This design comes from an exercise in tuning for small area, a short achievable clock period and few clock cycles per item on the open sky130 flow, not from production work.
In this exercise RTL edits were held to simulation tests only and were not proved equivalent to the original.
Power figures rest on the tool's default switching activity, not on a simulated workload.

`design/flow/flow/run.sh`:
```
#!/bin/bash
# The standard layout, with the smallest plain buffer on every port in
# place of the default port buffer cell, and a clock tree without dummy
# loads and with larger sink clusters.
set -euo pipefail
bash standard.sh \
  'BUFFER_PORTS_ARGS=-buffer_cell sky130_fd_sc_hd__buf_1' \
  'CTS_ARGS=-sink_clustering_enable -repair_clock_nets -dont_use_dummy_load -sink_clustering_size 30 -sink_clustering_max_diameter 80' \
  finish > standard.log 2>&1
```
`design/flow/standard.sh`:
```
#!/bin/bash
# synth_recipe.tcl (not shown) runs the flow's synth.tcl, then flattens the netlist and writes it again
# the make line also repeats each setting of config.mk as NAME=value (left out here)
make -C /OpenROAD-flow-scripts/flow DESIGN_CONFIG=/design/flow/config.mk WORK_HOME=/design/flow/orfs CLKGATE_MAP_FILE= SYNTH_SCRIPT=/design/flow/synth_recipe.tcl "${@:-finish}"
```
`design/flow/config.mk`:
```
export PLATFORM = sky130hd
export DESIGN_NAME = mac_array_acc
export DESIGN_NICKNAME = mac_array_acc
export VERILOG_FILES = /design/flow/design.v
export SDC_FILE = /design/flow/constraint.sdc
export NUM_CORES = 4
export LEC_CHECK = 0
export ABC_AREA = 1
export CAP_MARGIN = 20
export CORE_MARGIN = 2
export CORE_UTILIZATION = 62
export SETUP_SLACK_MARGIN = 2.4
export SLEW_MARGIN = 20
```
`design/flow/constraint.sdc`:
```
create_clock -name core_clock -period 5.5 [get_ports {clk}]
set_input_delay 1.1000 -clock core_clock [delete_from_list [all_inputs] [get_ports {clk}]]
set_output_delay 1.1000 -clock core_clock [all_outputs]
set_load 0.01 [all_outputs]
```
`design/flow/design.v`:
```
module mac_array_acc #(
  parameter int DATA_WIDTH = 8,
  parameter int ACC_WIDTH  = 32,
  parameter int LANES      = 4,
  parameter int LEN_W      = 16
) (
  input  logic                        clk,
  input  logic                        rst_n,
  input  logic                        start,
  input  logic [LEN_W-1:0]            vec_len,
  input  logic [LANES*ACC_WIDTH-1:0]  bias,
  input  logic                        sat_en,
  input  logic                        in_valid,
  output logic                        in_ready,
  input  logic [LANES*DATA_WIDTH-1:0] operand_a,
  input  logic [LANES*DATA_WIDTH-1:0] operand_b,
  output logic                        out_valid,
  input  logic                        out_ready,
  output logic [LANES*ACC_WIDTH-1:0]  out_data,
  output logic [LANES-1:0]            overflow,
  output logic                        busy
);
  logic             r_in_ready;
  logic             r_out_valid;
  logic             r_fin;
  logic [LEN_W-1:0] r_cnt;
  logic             r_sat;
  logic             w_beat, w_load, w_last, w_empty;
  assign busy    = r_in_ready | r_fin | (r_out_valid & ~out_ready);
  assign w_load  = start & ~busy;
  assign w_beat  = in_valid & r_in_ready;
  assign w_last  = (r_cnt == LEN_W'(1));
  assign w_empty = (vec_len == '0);
  always_ff @(posedge clk or negedge rst_n) begin
    if (!rst_n) begin
      r_in_ready  <= 1'b0;
      r_out_valid <= 1'b0;
      r_fin       <= 1'b0;
    end else begin
      r_fin <= w_beat & w_last;
      if (w_load) begin
        r_in_ready  <= ~w_empty;
        r_out_valid <= w_empty;
      end else if (w_beat && w_last) begin
        r_in_ready  <= 1'b0;
      end else if (r_fin) begin
        r_out_valid <= 1'b1;
      end else if (out_ready) begin
        r_out_valid <= 1'b0;
      end
    end
  end
  always_ff @(posedge clk) begin
    if (w_load) begin
      r_cnt <= vec_len;
      r_sat <= sat_en;
    end else if (w_beat) begin
      r_cnt <= r_cnt - 1'b1;
    end
  end
  for (genvar g = 0; g < LANES; g++) begin : g_lane
    logic [DATA_WIDTH-1:0] a_g;
    logic [11:0]           w_be;
    logic [17:0]           w_ra, w_rb, r_ra, r_rb;
    logic [15:0]           s;
    logic                  c;
    logic [1:0]            t0, t1;
    logic [ACC_WIDTH-1:0]  r_acc;
    logic                  r_ovf;
    logic [15:0]           hi, hi_nxt, lo_nxt;
    logic [15:0]           ones_below, zeros_below, m_up, m_dn, m0, m1;
    logic                  up0, dn0, up1, dn1, f1, f0, v0, v1, v;
    logic                  is_max, is_min, sat_max, sat_min;
    assign a_g = operand_a[g*DATA_WIDTH +: DATA_WIDTH] & {DATA_WIDTH{w_beat}};
    mac_booth_enc u_enc (
      .b  (operand_b[g*DATA_WIDTH +: DATA_WIDTH]),
      .be (w_be)
    );
    mac_mul_cs u_mul (
      .a  (a_g),
      .be (w_be),
      .ra (w_ra),
      .rb (w_rb)
    );
    always_ff @(posedge clk) begin
      r_ra <= w_ra;
      r_rb <= w_rb;
    end
    mac_acc_cs u_acc (
      .acc (r_acc[15:0]),
      .ra  (r_ra),
      .rb  (r_rb),
      .s   (s),
      .c   (c),
      .t0  (t0),
      .t1  (t1)
    );
    assign hi = r_acc[31:16];
    always_comb begin
      ones_below[0]  = 1'b1;
      zeros_below[0] = 1'b1;
      for (int i = 1; i < 16; i++) begin
        ones_below[i]  = ones_below[i-1] & hi[i-1];
        zeros_below[i] = zeros_below[i-1] & ~hi[i-1];
      end
    end
    assign is_max  = ones_below[15] & ~hi[15];
    assign is_min  = zeros_below[15] & hi[15];
    assign sat_max = r_sat & is_max;
    assign sat_min = r_sat & is_min;
    assign m_up    = ones_below & {16{~sat_max}};
    assign m_dn    = zeros_below & {16{~sat_min}};
    assign up0 = ~t0[1] & t0[0];
    assign dn0 = t0[1];
    assign up1 = ~t1[1] & t1[0];
    assign dn1 = t1[1];
    assign v0  = (up0 & is_max) | (dn0 & is_min);
    assign v1  = (up1 & is_max) | (dn1 & is_min);
    assign m0  = ({16{up0}} & m_up) | ({16{dn0}} & m_dn);
    assign m1  = ({16{up1}} & m_up) | ({16{dn1}} & m_dn);
    assign v   = c ? v1 : v0;
    assign hi_nxt = c ? (hi ^ m1) : (hi ^ m0);
    assign f1  = c ? (up1 & sat_max) : (up0 & sat_max);
    assign f0  = c ? (dn1 & sat_min) : (dn0 & sat_min);
    assign lo_nxt = (s | {16{f1}}) & ~{16{f0}};
    always_ff @(posedge clk) begin
      if (w_load) begin
        r_acc <= bias[g*ACC_WIDTH +: ACC_WIDTH];
        r_ovf <= 1'b0;
      end else begin
        r_acc <= {hi_nxt, lo_nxt};
        r_ovf <= r_ovf | v;
      end
    end
    assign out_data[g*ACC_WIDTH +: ACC_WIDTH] = r_acc;
    assign overflow[g] = r_ovf;
  end
  assign in_ready  = r_in_ready;
  assign out_valid = r_out_valid;
endmodule
module mac_mul_cs (
  input  logic [7:0]  a,
  input  logic [11:0] be,
  output logic [17:0] ra,
  output logic [17:0] rb
);
  wire p1 = ((be[0] & a[0]) | (be[1] & 1'b0)) ^ be[2];
  wire p2 = ((be[0] & a[1]) | (be[1] & a[0])) ^ be[2];
  wire p3 = ((be[0] & a[2]) | (be[1] & a[1])) ^ be[2];
  wire p4 = ((be[0] & a[3]) | (be[1] & a[2])) ^ be[2];
  wire p5 = ((be[0] & a[4]) | (be[1] & a[3])) ^ be[2];
  wire p6 = ((be[0] & a[5]) | (be[1] & a[4])) ^ be[2];
  wire p7 = ((be[0] & a[6]) | (be[1] & a[5])) ^ be[2];
  wire p8 = ((be[0] & a[7]) | (be[1] & a[6])) ^ be[2];
  wire p9 = ~(((be[0] & a[7]) | (be[1] & a[7])) ^ be[2]);
  wire p10 = ((be[3] & a[0]) | (be[4] & 1'b0)) ^ be[5];
  wire p11 = ((be[3] & a[1]) | (be[4] & a[0])) ^ be[5];
  wire p12 = ((be[3] & a[2]) | (be[4] & a[1])) ^ be[5];
  wire p13 = ((be[3] & a[3]) | (be[4] & a[2])) ^ be[5];
  wire p14 = ((be[3] & a[4]) | (be[4] & a[3])) ^ be[5];
  wire p15 = ((be[3] & a[5]) | (be[4] & a[4])) ^ be[5];
  wire p16 = ((be[3] & a[6]) | (be[4] & a[5])) ^ be[5];
  wire p17 = ((be[3] & a[7]) | (be[4] & a[6])) ^ be[5];
  wire p18 = ~(((be[3] & a[7]) | (be[4] & a[7])) ^ be[5]);
  wire p19 = ((be[6] & a[0]) | (be[7] & 1'b0)) ^ be[8];
  wire p20 = ((be[6] & a[1]) | (be[7] & a[0])) ^ be[8];
  wire p21 = ((be[6] & a[2]) | (be[7] & a[1])) ^ be[8];
  wire p22 = ((be[6] & a[3]) | (be[7] & a[2])) ^ be[8];
  wire p23 = ((be[6] & a[4]) | (be[7] & a[3])) ^ be[8];
  wire p24 = ((be[6] & a[5]) | (be[7] & a[4])) ^ be[8];
  wire p25 = ((be[6] & a[6]) | (be[7] & a[5])) ^ be[8];
  wire p26 = ((be[6] & a[7]) | (be[7] & a[6])) ^ be[8];
  wire p27 = ~(((be[6] & a[7]) | (be[7] & a[7])) ^ be[8]);
  wire p28 = ((be[9] & a[0]) | (be[10] & 1'b0)) ^ be[11];
  wire p29 = ((be[9] & a[1]) | (be[10] & a[0])) ^ be[11];
  wire p30 = ((be[9] & a[2]) | (be[10] & a[1])) ^ be[11];
  wire p31 = ((be[9] & a[3]) | (be[10] & a[2])) ^ be[11];
  wire p32 = ((be[9] & a[4]) | (be[10] & a[3])) ^ be[11];
  wire p33 = ((be[9] & a[5]) | (be[10] & a[4])) ^ be[11];
  wire p34 = ((be[9] & a[6]) | (be[10] & a[5])) ^ be[11];
  wire p35 = ((be[9] & a[7]) | (be[10] & a[6])) ^ be[11];
  wire p36 = ~(((be[9] & a[7]) | (be[10] & a[7])) ^ be[11]);
  wire s37 = be[11] ^ p7;
  wire c38 = be[11] & p7;
  wire s39 = p8 ^ p15;
  wire c40 = p8 & p15;
  wire s41 = 1'b1 ^ p9 ^ p16;
  wire c42 = (1'b1 & p9) | (1'b1 & p16) | (p9 & p16);
  wire s43 = 1'b1 ^ p17;
  wire c44 = 1'b1 & p17;
  wire s45 = be[8] ^ p5;
  wire c46 = be[8] & p5;
  wire s47 = p6 ^ p13;
  wire c48 = p6 & p13;
  wire s49 = p14 ^ p21 ^ p28;
  wire c50 = (p14 & p21) | (p14 & p28) | (p21 & p28);
  wire s51 = p22 ^ p29 ^ c38;
  wire c52 = (p22 & p29) | (p22 & c38) | (p29 & c38);
  wire s53 = p23 ^ p30 ^ c40;
  wire c54 = (p23 & p30) | (p23 & c40) | (p30 & c40);
  wire s55 = p24 ^ p31 ^ s43;
  wire c56 = (p24 & p31) | (p24 & s43) | (p31 & s43);
  wire s57 = p18 ^ p25 ^ p32;
  wire c58 = (p18 & p25) | (p18 & p32) | (p25 & p32);
  wire s59 = 1'b1 ^ p26;
  wire c60 = 1'b1 & p26;
  wire s61 = be[5] ^ p3;
  wire c62 = be[5] & p3;
  wire s63 = p4 ^ p11;
  wire c64 = p4 & p11;
  wire s65 = p12 ^ p19 ^ s45;
  wire c66 = (p12 & p19) | (p12 & s45) | (p19 & s45);
  wire s67 = p20 ^ c46 ^ s47;
  wire c68 = (p20 & c46) | (p20 & s47) | (c46 & s47);
  wire s69 = c48 ^ s37 ^ s49;
  wire c70 = (c48 & s37) | (c48 & s49) | (s37 & s49);
  wire s71 = s39 ^ c50 ^ s51;
  wire c72 = (s39 & c50) | (s39 & s51) | (c50 & s51);
  wire s73 = s41 ^ c52 ^ s53;
  wire c74 = (s41 & c52) | (s41 & s53) | (c52 & s53);
  wire s75 = c42 ^ c54 ^ s55;
  wire c76 = (c42 & c54) | (c42 & s55) | (c54 & s55);
  wire s77 = c44 ^ s57 ^ c56;
  wire c78 = (c44 & s57) | (c44 & c56) | (s57 & c56);
  wire s79 = p33 ^ s59 ^ c58;
  wire c80 = (p33 & s59) | (p33 & c58) | (s59 & c58);
  wire s81 = p27 ^ p34 ^ c60;
  wire c82 = (p27 & p34) | (p27 & c60) | (p34 & c60);
  wire s83 = 1'b1 ^ p35;
  wire c84 = 1'b1 & p35;
  assign ra = {1'b1,1'b1,1'b1,p36,s83,s81,s79,s77,s75,s73,s71,s69,s67,s65,s63,s61,p2,be[2]};
  assign rb = {1'b0,1'b0,1'b0,c84,c82,c80,c78,c76,c74,c72,c70,c68,c66,c64,c62,p10,1'b0,p1};
endmodule
module mac_acc_cs (
  input  logic [15:0] acc,
  input  logic [17:0] ra,
  input  logic [17:0] rb,
  output logic [15:0] s,
  output logic        c,
  output logic [1:0]  t0,
  output logic [1:0]  t1
);
  wire s85 = acc[0] ^ ra[0];
  wire c86 = acc[0] & ra[0];
  wire s87 = acc[1] ^ ra[1];
  wire c88 = acc[1] & ra[1];
  wire s89 = acc[2] ^ ra[2] ^ rb[2];
  wire c90 = (acc[2] & ra[2]) | (acc[2] & rb[2]) | (ra[2] & rb[2]);
  wire s91 = acc[3] ^ ra[3] ^ rb[3];
  wire c92 = (acc[3] & ra[3]) | (acc[3] & rb[3]) | (ra[3] & rb[3]);
  wire s93 = acc[4] ^ ra[4] ^ rb[4];
  wire c94 = (acc[4] & ra[4]) | (acc[4] & rb[4]) | (ra[4] & rb[4]);
  wire s95 = acc[5] ^ ra[5] ^ rb[5];
  wire c96 = (acc[5] & ra[5]) | (acc[5] & rb[5]) | (ra[5] & rb[5]);
  wire s97 = acc[6] ^ ra[6] ^ rb[6];
  wire c98 = (acc[6] & ra[6]) | (acc[6] & rb[6]) | (ra[6] & rb[6]);
  wire s99 = acc[7] ^ ra[7] ^ rb[7];
  wire c100 = (acc[7] & ra[7]) | (acc[7] & rb[7]) | (ra[7] & rb[7]);
  wire s101 = acc[8] ^ ra[8] ^ rb[8];
  wire c102 = (acc[8] & ra[8]) | (acc[8] & rb[8]) | (ra[8] & rb[8]);
  wire s103 = acc[9] ^ ra[9] ^ rb[9];
  wire c104 = (acc[9] & ra[9]) | (acc[9] & rb[9]) | (ra[9] & rb[9]);
  wire s105 = acc[10] ^ ra[10] ^ rb[10];
  wire c106 = (acc[10] & ra[10]) | (acc[10] & rb[10]) | (ra[10] & rb[10]);
  wire s107 = acc[11] ^ ra[11] ^ rb[11];
  wire c108 = (acc[11] & ra[11]) | (acc[11] & rb[11]) | (ra[11] & rb[11]);
  wire s109 = acc[12] ^ ra[12] ^ rb[12];
  wire c110 = (acc[12] & ra[12]) | (acc[12] & rb[12]) | (ra[12] & rb[12]);
  wire s111 = acc[13] ^ ra[13] ^ rb[13];
  wire c112 = (acc[13] & ra[13]) | (acc[13] & rb[13]) | (ra[13] & rb[13]);
  wire s113 = acc[14] ^ ra[14] ^ rb[14];
  wire c114 = (acc[14] & ra[14]) | (acc[14] & rb[14]) | (ra[14] & rb[14]);
  wire s115 = 1'b1 ^ acc[15];
  wire c116 = 1'b1 & acc[15];
  wire g117 = rb[0] & s85;
  wire g118 = c86 & s87;
  wire g119 = c88 & s89;
  wire g120 = c90 & s91;
  wire g121 = c92 & s93;
  wire g122 = c94 & s95;
  wire g123 = c96 & s97;
  wire g124 = c98 & s99;
  wire g125 = c100 & s101;
  wire g126 = c102 & s103;
  wire g127 = c104 & s105;
  wire g128 = c106 & s107;
  wire g129 = c108 & s109;
  wire g130 = c110 & s111;
  wire g131 = c112 & s113;
  wire g132 = s115 & c114;
  wire pr133 = rb[0] ^ s85;
  wire pr134 = c86 ^ s87;
  wire pr135 = c88 ^ s89;
  wire pr136 = c90 ^ s91;
  wire pr137 = c92 ^ s93;
  wire pr138 = c94 ^ s95;
  wire pr139 = c96 ^ s97;
  wire pr140 = c98 ^ s99;
  wire pr141 = c100 ^ s101;
  wire pr142 = c102 ^ s103;
  wire pr143 = c104 ^ s105;
  wire pr144 = c106 ^ s107;
  wire pr145 = c108 ^ s109;
  wire pr146 = c110 ^ s111;
  wire pr147 = c112 ^ s113;
  wire pr148 = s115 ^ c114;
  wire G149 = g118 | (pr134 & g117);
  wire P150 = pr134 & pr133;
  wire G151 = g120 | (pr136 & g119);
  wire P152 = pr136 & pr135;
  wire G153 = g122 | (pr138 & g121);
  wire P154 = pr138 & pr137;
  wire G155 = g124 | (pr140 & g123);
  wire P156 = pr140 & pr139;
  wire G157 = g126 | (pr142 & g125);
  wire P158 = pr142 & pr141;
  wire G159 = g128 | (pr144 & g127);
  wire P160 = pr144 & pr143;
  wire G161 = g130 | (pr146 & g129);
  wire P162 = pr146 & pr145;
  wire G163 = g132 | (pr148 & g131);
  wire P164 = pr148 & pr147;
  wire G165 = g119 | (pr135 & G149);
  wire P166 = pr135 & P150;
  wire G167 = G151 | (P152 & G149);
  wire P168 = P152 & P150;
  wire G169 = g123 | (pr139 & G153);
  wire P170 = pr139 & P154;
  wire G171 = G155 | (P156 & G153);
  wire P172 = P156 & P154;
  wire G173 = g127 | (pr143 & G157);
  wire P174 = pr143 & P158;
  wire G175 = G159 | (P160 & G157);
  wire P176 = P160 & P158;
  wire G177 = g131 | (pr147 & G161);
  wire P178 = pr147 & P162;
  wire G179 = G163 | (P164 & G161);
  wire P180 = P164 & P162;
  wire G181 = g121 | (pr137 & G167);
  wire P182 = pr137 & P168;
  wire G183 = G153 | (P154 & G167);
  wire P184 = P154 & P168;
  wire G185 = G169 | (P170 & G167);
  wire P186 = P170 & P168;
  wire G187 = G171 | (P172 & G167);
  wire P188 = P172 & P168;
  wire G189 = g129 | (pr145 & G175);
  wire P190 = pr145 & P176;
  wire G191 = G161 | (P162 & G175);
  wire P192 = P162 & P176;
  wire G193 = G177 | (P178 & G175);
  wire P194 = P178 & P176;
  wire G195 = G179 | (P180 & G175);
  wire P196 = P180 & P176;
  wire G197 = g125 | (pr141 & G187);
  wire P198 = pr141 & P188;
  wire G199 = G157 | (P158 & G187);
  wire P200 = P158 & P188;
  wire G201 = G173 | (P174 & G187);
  wire P202 = P174 & P188;
  wire G203 = G175 | (P176 & G187);
  wire P204 = P176 & P188;
  wire G205 = G189 | (P190 & G187);
  wire P206 = P190 & P188;
  wire G207 = G191 | (P192 & G187);
  wire P208 = P192 & P188;
  wire G209 = G193 | (P194 & G187);
  wire P210 = P194 & P188;
  wire G211 = G195 | (P196 & G187);
  wire P212 = P196 & P188;
  wire S213 = pr134 ^ g117;
  wire S214 = pr135 ^ G149;
  wire S215 = pr136 ^ G165;
  wire S216 = pr137 ^ G167;
  wire S217 = pr138 ^ G181;
  wire S218 = pr139 ^ G183;
  wire S219 = pr140 ^ G185;
  wire S220 = pr141 ^ G187;
  wire S221 = pr142 ^ G197;
  wire S222 = pr143 ^ G199;
  wire S223 = pr144 ^ G201;
  wire S224 = pr145 ^ G203;
  wire S225 = pr146 ^ G205;
  wire S226 = pr147 ^ G207;
  wire S227 = pr148 ^ G209;
  assign s = {S227,S226,S225,S224,S223,S222,S221,S220,S219,S218,S217,S216,S215,S214,S213,pr133};
  assign c = G211;
  assign t0 = {1'b1 ^ 1'b0 ^ (1'b1 & c116), 1'b1 ^ c116};
  assign t1 = {1'b1 ^ 1'b0 ^ (1'b1 | c116), ~(1'b1 ^ c116)};
endmodule
module mac_booth_enc (
  input  logic [7:0]  b,
  output logic [11:0] be
);
  for (genvar k = 0; k < 4; k++) begin : g_d
    logic b1, b0, bm;
    assign b1 = b[2*k+1];
    assign b0 = b[2*k];
    if (k == 0) begin : g_z
      assign bm = 1'b0;
    end else begin : g_n
      assign bm = b[2*k-1];
    end
    assign be[3*k]   = b0 ^ bm;
    assign be[3*k+1] = (b1 & ~b0 & ~bm) | (~b1 & b0 & bm);
    assign be[3*k+2] = b1;
  end
endmodule
```
==> results of run 1 <==
layout by cell type (no fill, tap or decap), drive strengths merged, types with 3 or more instances in the layout:
cell,synthesis,routed
dfrtp,3,3
clkinvlp,0,4
o21bai,9,9
a311oi,3,3
o21ai,155,155
clkbuf,44,19
inv,297,292
nand3b,7,7
nand2,664,674
nand3,197,197
xnor2,18,18
nor4,7,7
nor2,150,150
clkinv,5,5
fa,124,124
nor3,15,15
o22ai,108,108
a21oi,45,45
nand4,54,54
xor2,147,147
a21o,5,5
edfxtp,17,17
o41ai,4,4
buf,37,386
dfxtp,248,248
ha,98,98
cell families (layout without fill, tap and decap cells):
group / after synthesis / in the layout / synth area share (%)
AND/OR/NAND/NOR: 1097 / 1107 / 25.3
buffers and inverters: 383 / 707 / 8.22
XOR/XNOR: 165 / 165 / 7.62
adder cells (fa/ha/maj): 222 / 222 / 19.6
AO/OA/AOI/OAI: 336 / 336 / 10.0
flip-flops: 268 / 268 / 29.3
other: 0 / 2 / 0
sequential cells by signal (all words and copies together), names as in the netlist:
register / cells
r_cnt: 16
g_lane.r_rb: 56
r_fin: 1
g_lane.r_ovf: 4
r_out_valid: 1
r_in_ready: 1
g_lane.r_acc: 128
g_lane.r_ra: 60
r_sat: 1
layout make-up:
class / instances / area, sq um
multi-input combinational: 1830 / 12600
tap: 396 / 495
antenna: 2 / 5.00
clock buffer: 15 / 375
timing repair buffer: 390 / 1730
inverter: 302 / 1230
sequential: 268 / 5560
fill: 2521 / 8370
layer usage:
layer | part of all wire [%] | up-vias
met1 | 41 | 8421
li1 | - | 8719
met2 | 47 | 722
met5 | 0 | -
met4 | 4.2 | 0
met3 | 7.8 | 134
through the flow:
stage | cell area (sq um) | setup slack (ps)
4_1_cts | 21400 | 2270
3_3_place_gp | 20600 | 1340
6_report | 22000 | 2450
5_1_grt | 22000 | 2360
3_5_place_dp | 20600 | 1280
2_1_floorplan | 19200 | 2380
what timing repair did:
item	in CTS	in global routing
cloned	5	6
endpoints found under the setup margin	180	165
endpoints found under the hold margin	0	0
resized for setup	61	112
pin swaps	12	34
setup buffers	24	12
worst paths after layout:
kind,to,depth (start not counted),slack [ps],start
setup / recovery,g_lane[2].r_acc[12],14,2450,g_lane[2].r_rb[13]
hold / removal,r_out_valid,1,420,rst_n
setup reg to reg,g_lane[2].r_acc[12],14,2450,g_lane[2].r_rb[13]
hold reg to reg,g_lane[2].r_ovf,2,500,g_lane[2].r_ovf
max in group asynchronous,r_fin,1,4910,rst_n
min in group core_clock,g_lane[2].r_ovf,2,500,g_lane[2].r_ovf
critical path: stages, from the launching register on:
cell and delay, ps:
dfxtp_2 330, fa_1 580, ha_4 220, a21o_1 210
a21oi_2 170, nor2_1 70, a311oi_2 310, nand2_4 110
clkinv_4 70, nand4_1 150, o21ai_4 220, clkinvlp_4 180
clkbuf_16 190, o21ai_2 70, nand2_1 60
power groups by stage:
stage          logic, mW  clock network, mW  registers (mW)
6_report            11.1               1.12            3.73
5_1_grt             12.7               1.20            3.84
4_1_cts             10.2               1.14            3.71
3_5_place_dp        9.53                  0            3.75
3_3_place_gp        9.16                  0            3.72
2_1_floorplan       7.40                  0            3.78
==> impl_metrics.yaml, run 1 <==
setup_path:
  arrival_ps: 3440
  worstSetupEndpointType: "flop"
  critPathMaxFanout: 6
  critPathRequiredTime_ps: 5890
  critical_path_class: "reg2reg"
  cp-start-kind: "flop"
clocking:
  worstSkewPairLatency_ps: 510
  ctsHtreeMaxLevel: 1
  cts_max_path_buffers: 3
  cts_buffers: 15
  clk_pin_slew_ps: 90
  cts_hold_buffers: 0
  clock_sinks: 268
  clockRootBuffer: "clkbuf_16"
  cts_tree: "done"
sta:
  rsz0062_at_grt: "yes"
  slew_violations: 0
  min_period_ps: 3050
  holdWs_ps: 415
  report.final.setup_viol: 0
  fin_crit_sh_pct: 55.5
  fin_tns_setup_ps: 0
  final-hold-violation-count: 0
  clock_skew_ps: 71.4
  max_slew_margin_pct: 53.0
  worst_pin_slew_ps: 703
  max_freq_mhz: 328
power_and_ir_drop:
  power_frac_comb_pct: 69.5
  power_per_cell_area_mw_per_mm2: 726
  ir_drop_mv: 0.538
  power_switching_mw: 8.08
  sw_frac_of_total_pct: 50.7
  leakagePower_nw: 10.4
  seqPwrFrac_pct: 23.4
  p_total_mw: 15.9
  p_int_mw: 7.87
  clockPowerShare_pct: 7.0
floorplan:
  coreArea_sq_mm: 0.0303
  die_area_sq_mm: 0.0320
  start_util_pct: 62.5
  num_rows: 64
  ioPinCount: 349
  die-width_microns: 179
  fp.dieH_microns: 179
synth:
  synth_top_area_share_pct: 26.2
  syn_inst: 2471
  yosys-top-cells-area: "dfxtp_1 26%, fa_1 13%, nand2_1 13%, xor2_1 6.8%, ha_1 6.5%"
  ys_ff_latch: 268
  yosys_warnings: 1
  netlist_area_sq_mm: 0.0190
  synth_nets: 2907
  ys_seq_area_share_pct: 29.3
  synth.most_common_cell: "nand2_1"
  async_flop_share_pct: 1.12
  synth_cell_types: 48
  syn_area_per_cell_sq_um: 7.67
  synth_edf_count: 17
  synth_ff_type: "dfxtp_1"
  ys_top_cells_by_count: "658 x nand2_1, 286 x inv_1, 248 x dfxtp_1, 189 x nand3_1, 147 x xor2_1"
  synth_area_leader_cell: "dfxtp_1"
global_routing:
  grt.busiest_layer: "met2"
  use_met2_pct: 52.4
  grt_use_total_pct: 31.5
  use_met3_pct: 4.73
  first_global_vias: 16693
  grt_start_max_net_pins: 80
  grt-ovfl-total: 0
  grt_pass1_wl_mm: 81.0
  antenna_found_initial: 2
  gr-usage-met1_pct: 41.5
routing:
  drt_iter0_drc: 1203
  drt.antenna.violating_nets: 0
  route.detailed.drc: 0
  wl_per_cell_microns: 16.4
  via_count: 17996
  drtPass1Iterations: 7
  routed_wl_mm: 52.7
  via_per_inst: 5.62
status:
  status: "finished clean"
placement:
  hpwl_mm: 39.2
  dp.cells: 3139
  io_buffers: 348
  gp_congestion: 0.912
min_path:
  hold_path.class: "in2async"
final_layout:
  final_nets: 3243
  syn2layout_area_growth_pct: 15.9
  fin_cells: 3203
  final_util_pct: 72.4
  layout-drive-gt1-share_pct: 9.55
job:
  maxCapViolCount: 0
Testbench counts, summed over its fixed seeds: cycles 5,840, jobs 320.
==> inputs of run 2 (changes only) <==
--- a/design/flow/config.mk
+++ b/design/flow/config.mk
@@ -8,6 +8,6 @@
 export ABC_AREA = 1
 export CAP_MARGIN = 20
 export CORE_MARGIN = 2
-export CORE_UTILIZATION = 62
+export CORE_UTILIZATION = 50
 export SETUP_SLACK_MARGIN = 2.4
 export SLEW_MARGIN = 20
==> run 2 against run 1 <==
- still clean on timing, DRC and antenna
- setup slack gained 20 ps
- final area increased by 1.7%
- count of clock-buffer cells in the layout up 3
- clock power is 11% higher
- sequential cell count did not move
- worst hold slack lost 34 ps
- non-clock buffer count grew 18
- via count down 1.5%
- global-route usage decreased by 4.5 points
- die area grew 23%
- synthesized area unchanged
- total power increased by 2.4%
- critical endpoint is now g_lane[2].r_acc[6]
- largest cell class unchanged
- largest power group unchanged
==> impl_metrics.yaml, run 2 <==
placement:
  hpwl_mm: 41.3
  gp_congestion: 0.921
  io_buffers: 348
final_layout:
  final_nets: 3264
  layout-drive-gt1-share_pct: 10.5
  top_register: "g_lane.r_acc"
  final_cell_mix: "626 x nand2_1, 336 x buf_1, 273 x inv_1"
  syn2layout_area_growth_pct: 17.9
  final_common_cell: "nand2_1"
  largest_reg_flops: 128
  reg_top3: "g_lane.r_acc (128), g_lane.r_ra (60), g_lane.r_rb (56)"
synth:
  syn_area_per_cell_sq_um: 7.67
  yosys_warnings: 1
  ys_seq_area_share_pct: 29.3
  synth_ff_type: "dfxtp_1"
  async_flop_share_pct: 1.12
  syn_inst: 2471
  synth_nets: 2907
  yosys-top-cells-area: "dfxtp_1 26%, fa_1 13%, nand2_1 13%, xor2_1 6.8%, ha_1 6.5%"
  synth_area_leader_cell: "dfxtp_1"
  synth_edf_count: 17
  netlist_area_sq_mm: 0.0190
  ys_ff_latch: 268
  synth_top_area_share_pct: 26.2
  synth_cell_types: 48
  synth.most_common_cell: "nand2_1"
  ys_top_cells_by_count: "658 x nand2_1, 286 x inv_1, 248 x dfxtp_1, 189 x nand3_1, 147 x xor2_1"
sta:
  fin_crit_sh_pct: 55.1
  clock_skew_ps: 57.2
  max_freq_mhz: 330
  report.final.setup_viol: 0
  worst_pin_slew_ps: 950
  rsz0062_at_grt: "yes"
  slew_violations: 0
  fin_tns_setup_ps: 0
  min_period_ps: 3030
  final-hold-violation-count: 0
  max_slew_margin_pct: 36.6
  holdWs_ps: 381
routing:
  wl_per_cell_microns: 16.7
  via_per_inst: 5.31
  drt_iter0_drc: 994
  route.detailed.drc: 0
  highest_layer: "met4"
  wl_met1_mm: 25.1
  via_count: 17719
  drtPass1Iterations: 5
  drt.antenna.violating_nets: 0
  wl_met2_mm: 24.7
  routed_wl_mm: 55.9
  dr_wl_met3_mm: 3.76
global_routing:
  first_global_vias: 16626
  grt_start_max_net_pins: 93
  grt-ovfl-total: 0
  grt_use_total_pct: 27.0
  antenna_found_initial: 1
  grt_pass1_wl_mm: 85.0
floorplan:
  ioPinCount: 349
  fp.dieH_microns: 199
  start_util_pct: 50.6
  die_area_sq_mm: 0.0395
  num_rows: 71
  coreArea_sq_mm: 0.0375
  die-width_microns: 199
min_path:
  hold_path.class: "in2async"
clocking:
  cts_buffers: 18
  ctsHtreeMaxLevel: 1
  worstSkewPairLatency_ps: 520
  clockRootBuffer: "clkbuf_16"
  cts_max_path_buffers: 3
  cts_tree: "done"
  clock_sinks: 268
  clk_pin_slew_ps: 100
setup_path:
  critPathMaxFanout: 9
  cp-start-kind: "flop"
  arrival_ps: 3390
  worstSetupEndpointType: "flop"
  critical_path_class: "reg2reg"
  critPathRequiredTime_ps: 5860
power_and_ir_drop:
  leakagePower_nw: 10.5
  power_per_cell_area_mw_per_mm2: 731
  ir_drop_mv: 0.377
job:
  maxCapViolCount: 0
status:
  status: "finished clean"
[run 2: cell count changes in the layout (fill, tap and decap cells not counted), moves of 4 or more]
cell / delta
a21oi_1: +4
buf_4: +21
dfxtp_1: -4
dfxtp_2: +4
inv_6: +4
o21ai_0: +4
o21ai_1: -10
o21ai_2: +6
[run 2: final cells by class]
cell class / instances / area [sq um]
clock buffer: 18 / 450
antenna: 1 / 2.50
sequential: 268 / 5560
fill: 3596 / 15100
timing repair buffer: 408 / 1840
multi-input combinational: 1827 / 12600
inverter: 302 / 1220
timing repair inverter: 3 / 23.8
tap: 511 / 639
[run 2: path summary, 6_finish.rpt]
path / from / end / slack [ps] / cells after the start
worst max-delay path: g_lane[2].r_rb[13] / g_lane[2].r_acc[6] / 2470 / 14
worst min-delay path: rst_n / r_out_valid / 380 / 1
worst max register to register: g_lane[2].r_rb[13] / g_lane[2].r_acc[6] / 2470 / 14
worst min register to register: g_lane[2].r_ovf / g_lane[2].r_ovf / 490 / 2
max in group asynchronous: rst_n / r_fin / 4940 / 1
min in group core_clock: g_lane[2].r_ovf / g_lane[2].r_ovf / 490 / 2
[run 2: worst max-delay path, stage by stage, from the launching register on]
cell and delay, ps:
dfxtp_2 340, fa_1 590, ha_4 230, a21o_1 190, a21oi_2 140, nor2_1 70
a311oi_2 310, nand2_4 120, inv_8 70, nand4_1 150, o21ai_4 240, clkinvlp_4 150
buf_6 150, o21ai_0 70, nand2_1 70
[run 2: metal layers]
layer | vias up | GRT usage, %
li1 | 8751 | -
met5 | - | 0
met1 | 8261 | 37.7
met3 | 101 | 4.09
met2 | 606 | 42.5
met4 | 0 | 9.59
[run 2: through the flow]
stage	instance area [sq um]	power [mW]	instances	setup WS (ps)	util, %
after floorplan	19200	11.2	2471	2380	-
after global placement	20700	13.1	3256	1190	55.3
after detailed placement	20700	13.4	3256	1370	55.3
after CTS	21700	15.3	3305	2400	57.8
after global routing	22300	18.2	3337	2260	59.6
final	22300	16.3	3338	2470	59.6
[run 2: power breakdown]
group	internal [mW]	switching, mW	leakage, nW
clock network	0.583	0.659	0.222
registers	2.92	0.804	2.29
logic	4.68	6.68	7.99
[run 2: kinds of logic (layout without fill, tap and decap cells)]
logic type,after synthesis,in the layout,synth area share (%)
adders and majority gates,222,222,19.6
AOI/OAI and AO/OA,336,336,10.0
DFF,268,268,29.3
and+or+nand+nor,1097,1104,25.3
other,0,1,0
buffers and inverters,383,731,8.22
xor gates and xnor gates,165,165,7.62
[run 2: timing repair]
action	CTS	global route
setup buffers	29	23
gates cloned	2	9
pin swaps	16	43
hold buffers	0	0
gates resized for setup	65	104
endpoints found under the setup margin	188	156
==> inputs of run 3 (changes only) <==
--- a/design/flow/config.mk
+++ b/design/flow/config.mk
@@ -5,9 +5,9 @@
 export SDC_FILE = /design/flow/constraint.sdc
 export NUM_CORES = 4
 export LEC_CHECK = 0
-export ABC_AREA = 1
+export ABC_AREA = 0
 export CAP_MARGIN = 20
 export CORE_MARGIN = 2
-export CORE_UTILIZATION = 50
+export CORE_UTILIZATION = 55
 export SETUP_SLACK_MARGIN = 2.4
 export SLEW_MARGIN = 20
==> run 3 against run 2 <==
- total power grew 1.7%
- largest power group unchanged
- clock skew grew 34 ps
- non-clock buffer count rose by 53
- maximum frequency decreased by 5.9%
==> impl_metrics.yaml, run 3 <==
floorplan:
  die_area_sq_mm: 0.0406
  num_rows: 72
  coreArea_sq_mm: 0.0386
  fp.dieH_microns: 201
  start_util_pct: 55.6
  ioPinCount: 349
  die-width_microns: 201
synth:
  synth_nets: 3104
  ys_top_cells_by_count: "256 x nand2_1, 248 x dfxtp_1, 191 x clkbuf_1, 179 x a21oi_1, 179 x nor2_1"
  ys_seq_area_share_pct: 25.9
  async_flop_share_pct: 1.12
  synth_top_area_share_pct: 23.2
  ys_ff_latch: 268
  synth_cell_types: 73
  yosys_warnings: 1
  syn_inst: 2668
  netlist_area_sq_mm: 0.0214
  yosys-top-cells-area: "dfxtp_1 23%, fa_1 12%, ha_1 5.7%, nand2_1 4.5%, a21oi_1 4.2%"
  synth_area_leader_cell: "dfxtp_1"
  synth_ff_type: "dfxtp_1"
  synth.most_common_cell: "nand2_1"
  synth_edf_count: 17
  syn_area_per_cell_sq_um: 8.03
sta:
  slew_violations: 0
  final-hold-violation-count: 0
  fin_tns_setup_ps: 0
  max_slew_margin_pct: 42.4
  report.final.setup_viol: 0
  rsz0062_at_grt: "yes"
  fin_crit_sh_pct: 58.6
  min_period_ps: 3220
  worst_pin_slew_ps: 864
  clock_skew_ps: 90.9
  max_freq_mhz: 310
final_layout:
  largest_reg_flops: 128
  final_nets: 3375
  top_register: "g_lane.r_acc"
  final_common_cell: "buf_1"
  syn2layout_area_growth_pct: 18.7
  final_cell_mix: "327 x buf_1, 239 x nand2_1, 232 x dfxtp_1"
  reg_top3: "g_lane.r_acc (128), g_lane.r_ra (60), g_lane.r_rb (56)"
  fin_cells: 3461
  fill_cells: 3418
  layout-drive-gt1-share_pct: 12.1
routing:
  wl_met1_mm: 28.2
  drt_iter0_drc: 1534
  route.detailed.drc: 0
  wl_per_cell_microns: 19.1
  via_per_inst: 6.14
  drt.antenna.violating_nets: 0
  via_count: 21263
  routed_wl_mm: 66.1
  wl_met2_mm: 30.5
  highest_layer: "met5"
  dr_wl_met3_mm: 5.62
  drtPass1Iterations: 6
setup_path:
  cp_slowest_stage_delay_ps: 460
  arrival_ps: 3660
  worstSetupEndpointType: "flop"
  critPathMaxFanout: 8
  critPathRequiredTime_ps: 5940
  cp_slowest_cell: "o41ai_4"
  cp-start-kind: "flop"
  path_cells: "fa_1 -> ha_1 -> nor2b_4 -> o31a_1 -> o41ai_4 -> a31o_4 -> a21oi_4 -> nor3_4 -> a31oi_4 -> buf_6 -> a22o_1"
  critical_path_class: "reg2reg"
job:
  maxCapViolCount: 0
clocking:
  ctsHtreeMaxLevel: 1
  clockRootBuffer: "clkbuf_16"
  clk_pin_slew_ps: 100
  cts_tree: "done"
  cts_hold_buffers: 0
  cts_buffers: 22
  worstSkewPairLatency_ps: 580
  clock_sinks: 268
  cts_max_path_buffers: 3
placement:
  io_buffers: 348
  hpwl_mm: 46.2
  dp.cells: 3346
  gp_congestion: 0.945
global_routing:
  grt-ovfl-total: 0
  first_global_vias: 19200
  grt_start_max_net_pins: 87
  antenna_found_initial: 12
  grt_pass1_wl_mm: 102
  grt_use_total_pct: 30.7
power_and_ir_drop:
  power_per_cell_area_mw_per_mm2: 653
  leakagePower_nw: 9.82
  ir_drop_mv: 0.627
min_path:
  hold_path.class: "in2async"
status:
  status: "finished clean"
[run 3: kinds of logic (layout without fill, tap and decap cells)]
group           Yosys count  after routing  share of synthesized area (%)
compound gates          796            801                           23.6
xor+xnor                101            101                           4.13
fa+ha+maj               222            222                           17.3
buf+inv                 323            582                           5.86
flops                   268            268                           25.9
mux                      54             54                           2.55
other cells               0              6                              0
simple gates            904            909                           20.7
[run 3: power breakdown]
part	switching [mW]	internal (mW)
clock network	0.712	0.704
registers	0.893	2.85
logic	6.04	5.40
[run 3: worst paths after layout]
path | start | endpoint | slack, ps | cells after the start
worst min-delay path | rst_n | r_out_valid | 310 | 1
worst max register to register | g_lane[3].r_acc[2] | g_lane[3].r_acc[2] | 2280 | 11
worst min register to register | g_lane[0].r_ovf | g_lane[0].r_ovf | 490 | 2
min in group core_clock | g_lane[0].r_ovf | g_lane[0].r_ovf | 490 | 2
worst max-delay path | g_lane[3].r_acc[2] | g_lane[3].r_acc[2] | 2280 | 11
max in group asynchronous | rst_n | r_fin | 5000 | 1
[run 3: area by class of cell]
class	instances	area [sq um]	share of cell area (%)
Tap cell	518	648	2.55
Antenna cell	6	15.0	0.0590
Timing Repair Buffer	461	2350	9.24
Clock buffer	22	551	2.16
Inverter	99	388	1.52
Multi-Input combinational cell	2087	15900	62.5
Sequential cell	268	5570	21.9
[run 3: per-layer routing]
layer | track usage [%] | vias up
met5 | 0 | -
met4 | 7.35 | 14
met3 | 5.36 | 150
met2 | 49.8 | 885
met1 | 42.6 | 10072
li1 | - | 10142
[run 3: metrics by stage]
stage | cell area (sq um) | utilization (%) | hold slack, ps | setup slack [ps] | total power [mW]
finish | 25400 | 66.0 | 311 | 2280 | 16.6
global route | 25400 | 66.0 | 309 | 2200 | 18.0
CTS | 24200 | 62.9 | 286 | 2360 | 15.0
detailed placement | 22900 | 59.4 | 475 | 1420 | 12.4
global placement | 22900 | 59.4 | 474 | 1420 | 12.1
floorplan | 21700 | - | 441 | 2330 | 10.3
[run 3: critical path: cells and delay by family, from the launching register on]
kind,cells,cell delay (ps)
AOI/OAI and AO/OA,6,1500
and+or+nand+nor,2,360
buffers and inverters,1,170
DFF,1,320
adders and majority gates,2,750
[run 3: timing repair]
action	CTS	global route
buffers inserted	35	37
setup endpoints to repair	172	171
resized for setup	100	220
cloned	9	6
pin swaps	33	105
==> inputs of run 4 (changes only) <==
--- a/design/flow/config.mk
+++ b/design/flow/config.mk
@@ -5,7 +5,7 @@
 export SDC_FILE = /design/flow/constraint.sdc
 export NUM_CORES = 4
 export LEC_CHECK = 0
-export ABC_AREA = 0
+export ABC_AREA = 1
 export CAP_MARGIN = 20
 export CORE_MARGIN = 2
 export CORE_UTILIZATION = 55
==> run 4 against run 3 <==
- still clean
- clock power shrank 19%
- sequential power is essentially flat
- final area shrank 13%
- sequential share of layout area grew 3.3 points
- wire length shrank 19%
- die area shrank 11%
- highest routed layer unchanged
==> impl_metrics.yaml, run 4 <==
global_routing:
  use_met3_pct: 4.46
  gr-usage-met1_pct: 38.5
  grt-ovfl-total: 0
  grt.busiest_layer: "met2"
  grt_start_max_net_pins: 89
  antenna_found_initial: 2
  first_global_vias: 16746
  use_met2_pct: 47.3
  grt_pass1_wl_mm: 83.5
  grt_use_total_pct: 28.6
clocking:
  ctsHtreeMaxLevel: 1
  clock_sinks: 268
  cts_buffers: 16
  worstSkewPairLatency_ps: 510
  cts_max_path_buffers: 3
  clk_pin_slew_ps: 100
  cts_tree: "done"
  clockRootBuffer: "clkbuf_16"
  cts_hold_buffers: 0
synth:
  syn_inst: 2471
  synth_ff_type: "dfxtp_1"
  yosys_warnings: 1
  ys_ff_latch: 268
  ys_top_cells_by_count: "658 x nand2_1, 286 x inv_1, 248 x dfxtp_1, 189 x nand3_1, 147 x xor2_1"
  synth_nets: 2907
  synth.most_common_cell: "nand2_1"
  async_flop_share_pct: 1.12
  synth_edf_count: 17
  netlist_area_sq_mm: 0.0190
  synth_cell_types: 48
  synth_area_leader_cell: "dfxtp_1"
  ys_seq_area_share_pct: 29.3
  syn_area_per_cell_sq_um: 7.67
  yosys-top-cells-area: "dfxtp_1 26%, fa_1 13%, nand2_1 13%, xor2_1 6.8%, ha_1 6.5%"
  synth_top_area_share_pct: 26.2
setup_path:
  critPathRequiredTime_ps: 5870
  r2r-start: "g_lane[3].r_rb[3]"
  r2r-end: "g_lane[3].r_acc[3]"
  crit_path_end: "g_lane[2].r_ra[8]"
  critPathLaunch: "operand_b[17]"
  rrSetupSlack_ps: 2510
  worstSetupEndpointType: "flop"
  critPathMaxFanout: 14
  cp-start-kind: "input pin"
  worst_r2r_path_depth: 19
  arrival_ps: 3390
  critical_path_class: "in2reg"
routing:
  wl_per_cell_microns: 16.3
  drt.antenna.violating_nets: 0
  route.detailed.drc: 0
  via_per_inst: 5.41
  drtPass1Iterations: 5
  drt_iter0_drc: 937
  routed_wl_mm: 53.3
  via_count: 17690
final_layout:
  syn2layout_area_growth_pct: 16.5
  seqCellArea_sq_mm: 0.00556
  multi_input_area_sq_mm: 0.0125
  final_cell_mix: "627 x nand2_1, 335 x buf_1, 275 x inv_1"
  reg_top3: "g_lane.r_acc (128), g_lane.r_ra (60), g_lane.r_rb (56)"
  stdcell_area_sq_mm: 0.0221
  largest_reg_flops: 128
  final_common_cell: "nand2_1"
  layout-drive-gt1-share_pct: 9.90
  fill_cells: 3061
  fin_cells: 3267
  final_nets: 3256
  top_register: "g_lane.r_acc"
placement:
  hpwl_mm: 40.0
  dpl_cell_area_sq_mm: 0.0206
  io_buffers: 348
  place_ws_ps: 1530
  dp.cells: 3193
  gp_congestion: 0.912
sta:
  rsz0062_at_grt: "yes"
  min_period_ps: 3010
  worst_slack_ps: 2490
  report.final.setup_viol: 0
  worst_pin_slew_ps: 988
  slew_violations: 0
  max_slew_margin_pct: 34.2
  fin_crit_sh_pct: 54.7
  max_freq_mhz: 332
  fin_tns_setup_ps: 0
  final-hold-violation-count: 0
  clock_skew_ps: 55.5
min_path:
  hold_path.class: "in2async"
power_and_ir_drop:
  power_per_cell_area_mw_per_mm2: 726
  ir_drop_mv: 0.442
  leakagePower_nw: 10.4
floorplan:
  die_area_sq_mm: 0.0360
  ioPinCount: 349
  start_util_pct: 56.3
  fp.dieH_microns: 190
  coreArea_sq_mm: 0.0337
  num_rows: 67
  die-width_microns: 190
job:
  maxCapViolCount: 0
status:
  status: "finished clean"
[run 4: changes by cell type in the layout (fill, tap and decap cells not counted), moves of 58 or more]
cell	change
a21oi_1	-131
a22o_1	-64
a31oi_1	-79
inv_1	+183
nand2_1	+388
nand3_1	+113
nor2_1	-58
nor2b_1	-62
nor3_1	-92
xor2_1	+102
[run 4: report_power, final]
part	switching, mW	total [mW]	internal, mW
combinational	6.59	11.1	4.56
sequential	0.802	3.73	2.92
clock	0.632	1.15	0.522
total	8.02	16.0	8.01
[run 4: timing repair]
| item | in CTS | in global routing |
|---|---|---|
| endpoints found under the setup margin | 179 | 140 |
| pin swaps | 12 | 45 |
| gates resized for setup | 64 | 92 |
| cloned | 5 | 2 |
| endpoints found under the hold margin | 0 | 0 |
| setup buffers | 25 | 25 |
[run 4: layout make-up]
cell class	count	share of cell area, %
antenna	1	0.0113
clock buffer	16	1.81
inverter	302	5.55
multi-input combinational	1825	56.6
sequential	268	25.2
tap	448	2.54
timing repair buffer	407	8.32
[run 4: kinds of logic (layout without fill, tap and decap cells)]
kind of cell / count (synthesis) / count (layout) / share of synthesized area, %
and+or+nand+nor: 1097 / 1102 / 25.3
buffers and inverters: 383 / 725 / 8.22
AOI/OAI and AO/OA: 336 / 336 / 10.0
DFF: 268 / 268 / 29.3
adders and majority gates: 222 / 222 / 19.6
xor gates and xnor gates: 165 / 165 / 7.62
other: 0 / 1 / 0
[run 4: metal layers]
layer | share of wire (%) | vias to the layer above
met5 | 0.024 | -
met4 | 3.5 | 2
met3 | 7.9 | 97
met2 | 46 | 637
met1 | 43 | 8230
li1 | - | 8724
[run 4: how the worst min path moves through the flow]
stage	startpoint	end	slack, ps	cells past startpoint
5_1_grt	rst_n	r_out_valid	370	1
3_5_place_dp	g_lane[0].r_ovf	g_lane[0].r_ovf	470	2
2_1_floorplan	g_lane[1].r_ovf	g_lane[1].r_ovf	440	2
6_report	rst_n	r_out_valid	380	1
4_1_cts	rst_n	r_out_valid	360	1
3_3_place_gp	g_lane[0].r_ovf	g_lane[0].r_ovf	460	2
[run 4: worst max-delay path, stage by stage]
cell and delay [ps]:
buf_1 70, buf_4 200, nor2_1 250, inv_1 90
nand2_1 260, o22ai_1 130, xor2_1 160, ha_1 220
fa_1 500, fa_1 400
[run 4: through the flow]
stage	hold WS [ps]	util, %	power (mW)
after detailed placement	466	61.3	13.3
after global routing	373	65.5	17.8
after CTS	363	63.9	15.1
after global placement	457	61.3	13.0
final	380	65.5	16.0
after floorplan	443	-	11.2
==> inputs of run 5 (changes only) <==
--- a/design/flow/config.mk
+++ b/design/flow/config.mk
@@ -9,5 +9,5 @@
 export CAP_MARGIN = 20
 export CORE_MARGIN = 2
 export CORE_UTILIZATION = 55
-export SETUP_SLACK_MARGIN = 2.4
+export SETUP_SLACK_MARGIN = 2.5
 export SLEW_MARGIN = 20
==> run 5 against run 4 <==
- still clean
- maximum frequency down 0.59%
- final cell count increased by 0.98%
- total power increased by 8.8%
- combinational power grew 12%
- via count rose by 0.91%
- synthesized cell count did not move
- utilization up 3.1 points
==> impl_metrics.yaml, run 5 <==
status:
  status: "finished clean"
synth:
  synth_area_leader_cell: "dfxtp_1"
  ys_ff_latch: 268
  async_flop_share_pct: 1.12
  syn_area_per_cell_sq_um: 7.67
  synth_ff_type: "dfxtp_1"
  syn_inst: 2471
  yosys-top-cells-area: "dfxtp_1 26%, fa_1 13%, nand2_1 13%, xor2_1 6.8%, ha_1 6.5%"
  ys_seq_area_share_pct: 29.3
  netlist_area_sq_mm: 0.0190
  synth_nets: 2907
  synth_top_area_share_pct: 26.2
  yosys_warnings: 1
  synth_edf_count: 17
  ys_top_cells_by_count: "658 x nand2_1, 286 x inv_1, 248 x dfxtp_1, 189 x nand3_1, 147 x xor2_1"
  synth_cell_types: 48
  synth.most_common_cell: "nand2_1"
power_and_ir_drop:
  seqPwrFrac_pct: 21.3
  ir_drop_mv: 0.387
  power_per_cell_area_mw_per_mm2: 753
  power_frac_comb_pct: 71.3
  clockPowerShare_pct: 7.4
  leakagePower_nw: 10.8
  power_switching_mw: 8.60
  sw_frac_of_total_pct: 49.3
  p_int_mw: 8.83
clocking:
  cts_hold_buffers: 0
  clockRootBuffer: "clkbuf_16"
  clk_pin_slew_ps: 80
  clock_sinks: 268
  cts_max_path_buffers: 3
  ctsHtreeMaxLevel: 1
  cts_tree: "done"
  cts_buffers: 19
  worstSkewPairLatency_ps: 540
sta:
  fin_tns_setup_ps: 0
  fin_crit_sh_pct: 55.1
  worst_pin_slew_ps: 983
  clock_skew_ps: 58.4
  rsz0062_at_grt: "yes"
  max_freq_mhz: 330
  holdWs_ps: 396
  min_period_ps: 3030
  max_slew_margin_pct: 34.5
  report.final.setup_viol: 0
  final-hold-violation-count: 0
  slew_violations: 0
final_layout:
  fill_cells: 2908
  reg_top3: "g_lane.r_acc (128), g_lane.r_ra (60), g_lane.r_rb (56)"
  final_common_cell: "nand2_1"
  syn2layout_area_growth_pct: 22.1
  top_register: "g_lane.r_acc"
  largest_reg_flops: 128
  final_cell_mix: "588 x nand2_1, 333 x buf_1, 268 x inv_1"
  final_nets: 3283
  fin_cells: 3299
  layout-drive-gt1-share_pct: 14.7
routing:
  drtPass1Iterations: 5
  route.detailed.drc: 0
  wl_per_cell_microns: 16.4
  drt.antenna.violating_nets: 0
  via_per_inst: 5.41
  routed_wl_mm: 54.2
  via_count: 17851
  drt_iter0_drc: 1178
setup_path:
  cp_slowest_stage_delay_ps: 570
  critPathMaxFanout: 8
  path_cells: "fa_1 -> ha_4 -> a21o_1 -> a21oi_2 -> nor2_2 -> a311oi_4 -> nand2_8 -> clkinv_8 -> nand4_1 -> nor2_2 -> nor2_4 -> buf_12 -> buf_16 -> nand2_2 -> nand2_1"
  critical_path_class: "reg2reg"
  cp_slowest_cell: "fa_1"
  crit_buf_inv: 3
  arrival_ps: 3430
  cp_top_family: "adder cells"
  cp_common_cell: "nor2_2"
  worstSetupEndpointType: "flop"
  critPathRequiredTime_ps: 5900
  cp-start-kind: "flop"
floorplan:
  die_area_sq_mm: 0.0360
  start_util_pct: 56.3
  num_rows: 67
  die-width_microns: 190
  ioPinCount: 349
  coreArea_sq_mm: 0.0337
  fp.dieH_microns: 190
placement:
  dp.cells: 3191
  io_buffers: 348
  hpwl_mm: 40.2
  gp_congestion: 0.919
min_path:
  hold_path.class: "in2async"
job:
  maxCapViolCount: 0
global_routing:
  grt_start_max_net_pins: 88
  antenna_found_initial: 6
  grt-ovfl-total: 0
  grt_use_total_pct: 29.2
  first_global_vias: 17219
  grt_pass1_wl_mm: 85.7
[run 5: cell count changes in the layout (fill, tap and decap cells not counted), moves of 10 or more]
cell and delta:
nand2_1 -39, inv_4 +10, nand2_4 +10, buf_4 +13, nor2_4 +11, nand2_8 +11
o21ai_0 -28, nor2_1 -12, o21ai_2 +24, o22ai_1 -11, nand2_2 +21, o22ai_2 +11
[run 5: routing by layer]
| layer | share of wire (%) | track usage [%] |
|---|---|---|
| met1 | 41 | 36.8 |
| met2 | 49 | 51.5 |
| met3 | 7.2 | 4.46 |
| met4 | 3.1 | 8.71 |
| met5 | 0.050 | 0 |
[run 5: path summary, 6_finish.rpt]
| path | startpoint | to | slack [ps] | cells after the start |
|---|---|---|---|---|
| max | g_lane[1].r_ra[13] | g_lane[1].r_acc[2] | 2470 | 15 |
| min | rst_n | r_fin | 400 | 1 |
| max reg2reg | g_lane[1].r_ra[13] | g_lane[1].r_acc[2] | 2470 | 15 |
| min reg2reg | g_lane[3].r_ovf | g_lane[3].r_ovf | 480 | 2 |
| max in group asynchronous | rst_n | r_out_valid | 4940 | 1 |
| min in group core_clock | g_lane[3].r_ovf | g_lane[3].r_ovf | 480 | 2 |
[run 5: kinds of logic after synthesis]
logic type	share of synthesized area, %
xor gates and xnor gates	7.62
DFF	29.3
AOI/OAI and AO/OA	10.0
buffers and inverters	8.22
adders and majority gates	19.6
and+or+nand+nor	25.3
[run 5: timing repair]
| item | 4_1_cts | 5_1_grt |
|---|---|---|
| pin swaps | 36 | 62 |
| hold endpoints to repair | 0 | 0 |
| setup buffers | 36 | 36 |
| cloned | 6 | 5 |
| endpoints found under the setup margin | 174 | 167 |
| gates resized for setup | 126 | 141 |
[run 5: power groups by stage]
stage          combinational (mW)  sequential (mW)  clock, mW
4_1_cts                      10.9             3.71       1.32
5_1_grt                      14.0             3.82       1.39
3_5_place_dp                 9.67             3.75          0
2_1_floorplan                7.45             3.78          0
6_report                     12.4             3.72       1.29
3_3_place_gp                 9.36             3.71          0
[run 5: metrics by stage]
step | power (mW) | instance area, sq um | util, % | worst slack, ps
floorplan | 11.2 | 19700 | - | 2500
global placement | 13.1 | 21000 | 62.4 | 1170
detailed placement | 13.4 | 21000 | 62.4 | 1370
CTS | 15.9 | 22300 | 66.3 | 2400
global route | 19.2 | 23100 | 68.6 | 2300
finish | 17.4 | 23100 | 68.7 | 2470
[run 5: final cells by class]
class | count | area [sq um] | share of cell area, %
diodes | 6 | 15.0 | 0.0649
clock buffers | 19 | 475 | 2.05
inverters | 302 | 1240 | 5.36
multi-input cells | 1828 | 13200 | 57.0
flip-flops and latches | 268 | 5570 | 24.1
well taps | 448 | 561 | 2.42
repair buffers | 427 | 2080 | 8.99
repair inverters | 1 | 6.26 | 0.0270
==> inputs of run 6 (changes only) <==
--- a/design/flow/config.mk
+++ b/design/flow/config.mk
@@ -6,8 +6,8 @@
 export NUM_CORES = 4
 export LEC_CHECK = 0
 export ABC_AREA = 1
-export CAP_MARGIN = 20
+export CAP_MARGIN = 5
 export CORE_MARGIN = 2
 export CORE_UTILIZATION = 55
-export SETUP_SLACK_MARGIN = 2.5
-export SLEW_MARGIN = 20
+export SETUP_SLACK_MARGIN = 2.4
+export SLEW_MARGIN = 5
==> run 6 against run 5 <==
- total power decreased by 8.1%
- first-iteration DRC count decreased by 20%
- utilization decreased by 3.1 points
- count of clock-buffer cells in the layout decreased by 3
- clock skew decreased by 2.9 ps
- combinational power decreased by about 10%
- via count decreased by 0.90%
- sequential cell count unchanged
- critical path depth decreased by 5
- sequential power about the same
- worst hold slack got worse by 16 ps
- synthesized cell count unchanged
- critical path type is now in2reg
- critical endpoint is now g_lane[2].r_ra[8]
- highest routed layer unchanged
==> impl_metrics.yaml, run 6 <==
routing:
  routed_wl_mm: 53.3
  via_per_inst: 5.41
  drt.antenna.violating_nets: 0
  drt_iter0_drc: 937
  wl_per_cell_microns: 16.3
  route.detailed.drc: 0
  drtPass1Iterations: 5
  via_count: 17690
global_routing:
  grt_pass1_wl_mm: 83.5
  grt-ovfl-total: 0
  grt_use_total_pct: 28.6
  first_global_vias: 16746
  antenna_found_initial: 2
  grt_start_max_net_pins: 89
clocking:
  cts_max_path_buffers: 3
  cts_tree: "done"
  cts_buffers: 16
  clockRootBuffer: "clkbuf_16"
  ctsHtreeMaxLevel: 1
  cts_hold_buffers: 0
  worstSkewPairLatency_ps: 510
  clock_sinks: 268
  clk_pin_slew_ps: 100
synth:
  ys_seq_area_share_pct: 29.3
  synth_top_area_share_pct: 26.2
  synth.most_common_cell: "nand2_1"
  synth_area_leader_cell: "dfxtp_1"
  netlist_area_sq_mm: 0.0190
  ys_ff_latch: 268
  ys_top_cells_by_count: "658 x nand2_1, 286 x inv_1, 248 x dfxtp_1, 189 x nand3_1, 147 x xor2_1"
  synth_ff_type: "dfxtp_1"
  async_flop_share_pct: 1.12
  yosys_warnings: 1
  synth_cell_types: 48
  yosys-top-cells-area: "dfxtp_1 26%, fa_1 13%, nand2_1 13%, xor2_1 6.8%, ha_1 6.5%"
  synth_edf_count: 17
  syn_inst: 2471
  synth_nets: 2907
  syn_area_per_cell_sq_um: 7.67
placement:
  hpwl_mm: 40.0
  gp_congestion: 0.912
  dp.cells: 3193
  io_buffers: 348
floorplan:
  die_area_sq_mm: 0.0360
  die-width_microns: 190
  ioPinCount: 349
  num_rows: 67
  start_util_pct: 56.3
  fp.dieH_microns: 190
  coreArea_sq_mm: 0.0337
final_layout:
  final_util_pct: 65.5
  top_register: "g_lane.r_acc"
  reg_top3: "g_lane.r_acc (128), g_lane.r_ra (60), g_lane.r_rb (56)"
  syn2layout_area_growth_pct: 16.5
  fill_cells: 3061
  final_cell_mix: "627 x nand2_1, 335 x buf_1, 275 x inv_1"
  final_nets: 3256
  largest_reg_flops: 128
  final_common_cell: "nand2_1"
  layout-drive-gt1-share_pct: 9.90
  fin_cells: 3267
power_and_ir_drop:
  power_per_cell_area_mw_per_mm2: 726
  ir_drop_mv: 0.442
  leakagePower_nw: 10.4
  p_total_mw: 16.0
sta:
  final-hold-violation-count: 0
  fin_crit_sh_pct: 54.7
  fin_tns_setup_ps: 0
  report.final.setup_viol: 0
  clock_skew_ps: 55.5
  rsz0062_at_grt: "yes"
  max_freq_mhz: 332
  worst_pin_slew_ps: 988
  max_slew_margin_pct: 34.2
  slew_violations: 0
  min_period_ps: 3010
setup_path:
  worstSetupEndpointType: "flop"
  cp_slowest_cell: "fa_1"
  arrival_ps: 3390
  cp-start-kind: "input pin"
  critPathRequiredTime_ps: 5870
  cp_common_cell: "fa_1"
  path_cells: "buf_1 -> buf_4 -> nor2_1 -> inv_1 -> nand2_1 -> o22ai_1 -> xor2_1 -> ha_1 -> fa_1 -> fa_1"
  cp_slowest_stage_delay_ps: 500
  crit_buf_inv: 3
  rrSetupSlack_ps: 2510
  cp_top_family: "adder cells"
  critical_path_class: "in2reg"
  critPathMaxFanout: 14
min_path:
  hold_path.class: "in2async"
status:
  status: "finished clean"
job:
  maxCapViolCount: 0
[run 6: cell types whose count changed in the layout (fill, tap and decap cells not counted), moves of 10 or more]
cell     previous run  this run
nand2_1           588       627
o21ai_0            80       108
o21ai_2            37        13
nand2_2            52        31
buf_4              62        49
nor2_1            106       118
nand2_8            12         1
nor2_4             16         5
o22ai_1            97       108
o22ai_2            11         0
inv_4              14         4
nand2_4            20        10
[run 6: layout make-up]
class	instances	area [sq um]	share of cell area (%)
Multi-Input combinational cell	1825	12500	56.6
Sequential cell	268	5560	25.2
Timing Repair Buffer	407	1840	8.32
Inverter	302	1230	5.55
Tap cell	448	561	2.54
Clock buffer	16	400	1.81
Antenna cell	1	2.50	0.0113
[run 6: logic make-up after synthesis]
| group | count (synthesis) | synth area share, % |
|---|---|---|
| AND/OR/NAND/NOR | 1097 | 25.3 |
| buffers and inverters | 383 | 8.22 |
| AO/OA/AOI/OAI | 336 | 10.0 |
| flip-flops | 268 | 29.3 |
| adder cells (fa/ha/maj) | 222 | 19.6 |
| XOR/XNOR | 165 | 7.62 |
[run 6: power breakdown]
part / internal, mW / switching, mW / total, mW
Combinational: 4.56 / 6.59 / 11.1
Sequential: 2.92 / 0.802 / 3.73
Clock: 0.522 / 0.632 / 1.15
Total: 8.01 / 8.02 / 16.0
[run 6: timing repair]
item,CTS,global route
resized for setup,64,92
endpoints found under the setup margin,179,140
setup buffers,25,25
hold endpoints to repair,0,0
gates cloned,5,2
pin swaps,12,45
[run 6: worst register-to-register path: cells and delay by family, from the launching register on]
family | cells | cell delay [ps]
AND/OR/NAND/NOR | 13 | 1240
AO/OA/AOI/OAI | 2 | 260
flip-flops | 1 | 330
buffers and inverters | 2 | 280
adder cells (fa/ha/maj) | 2 | 830
[run 6: stage by stage]
stage,instance area (sq um),setup WS (ps),hold slack (ps)
after floorplan,19200,2380,443
after global placement,20600,1590,457
after detailed placement,20600,1530,466
after CTS,21500,2410,363
after global routing,22100,2350,373
final,22100,2490,380
[run 6: layer usage]
| metal | vias to the layer above | global-route usage (%) | share of wire [%] |
|---|---|---|---|
| met5 | - | 0 | 0.024 |
| met4 | 2 | 9.39 | 3.5 |
| met3 | 97 | 4.46 | 7.9 |
| met2 | 637 | 47.3 | 46 |
| met1 | 8230 | 38.5 | 43 |
| li1 | 8724 | - | - |
[run 6: path summary, 6_finish.rpt]
| path | from | endpoint | cells past startpoint |
|---|---|---|---|
| max in group asynchronous | rst_n | r_fin | 1 |
| min | rst_n | r_out_valid | 1 |
| min in group core_clock | g_lane[0].r_ovf | g_lane[0].r_ovf | 2 |
| max reg2reg | g_lane[3].r_rb[3] | g_lane[3].r_acc[3] | 19 |
| max | operand_b[17] | g_lane[2].r_ra[8] | 10 |
| min reg2reg | g_lane[0].r_ovf | g_lane[0].r_ovf | 2 |

-- port drivers added, routing unchanged --
The flow's constraints put no driver on any port. The routed layouts listed below were extracted and timed again, unchanged, in two steps. Step 1 sets driving cells, clkbuf_16 on the clock port and buf_2 on the other inputs (assumed; they add their load-dependent delay and slew). Step 2 times the ports against the registers' clock, not the clock port: input delays grow and output delays shrink by t, the midpoint of the rising clock arrivals with the driver on. Three values: no drivers, after step 1, after step 2; two values: the first two.
| run | t (ns) | slack for setup (ns) | cell pins on the clock port's net |
|---|---|---|---|
| run 1 | 0.533 | 2.450 / 2.450 / 1.999 | 1 |
| run 2 | 0.552 | 2.469 / 2.469 / 1.955 | 1 |
| run 3 | 0.590 | 2.279 / 2.279 / 1.930 | 1 |
| run 4 | 0.540 | 2.489 / 2.510 / 1.982 | 1 |
| run 5 | 0.569 | 2.471 / 2.471 / 1.997 | 1 |
| run 6 | 0.540 | 2.489 / 2.510 / 1.982 | 1 |
After both steps every run listed still meets setup and hold. For run 2, which loses most, drivers alone change the setup slack by 0.000 ns; drivers and shift together by -0.514 ns.
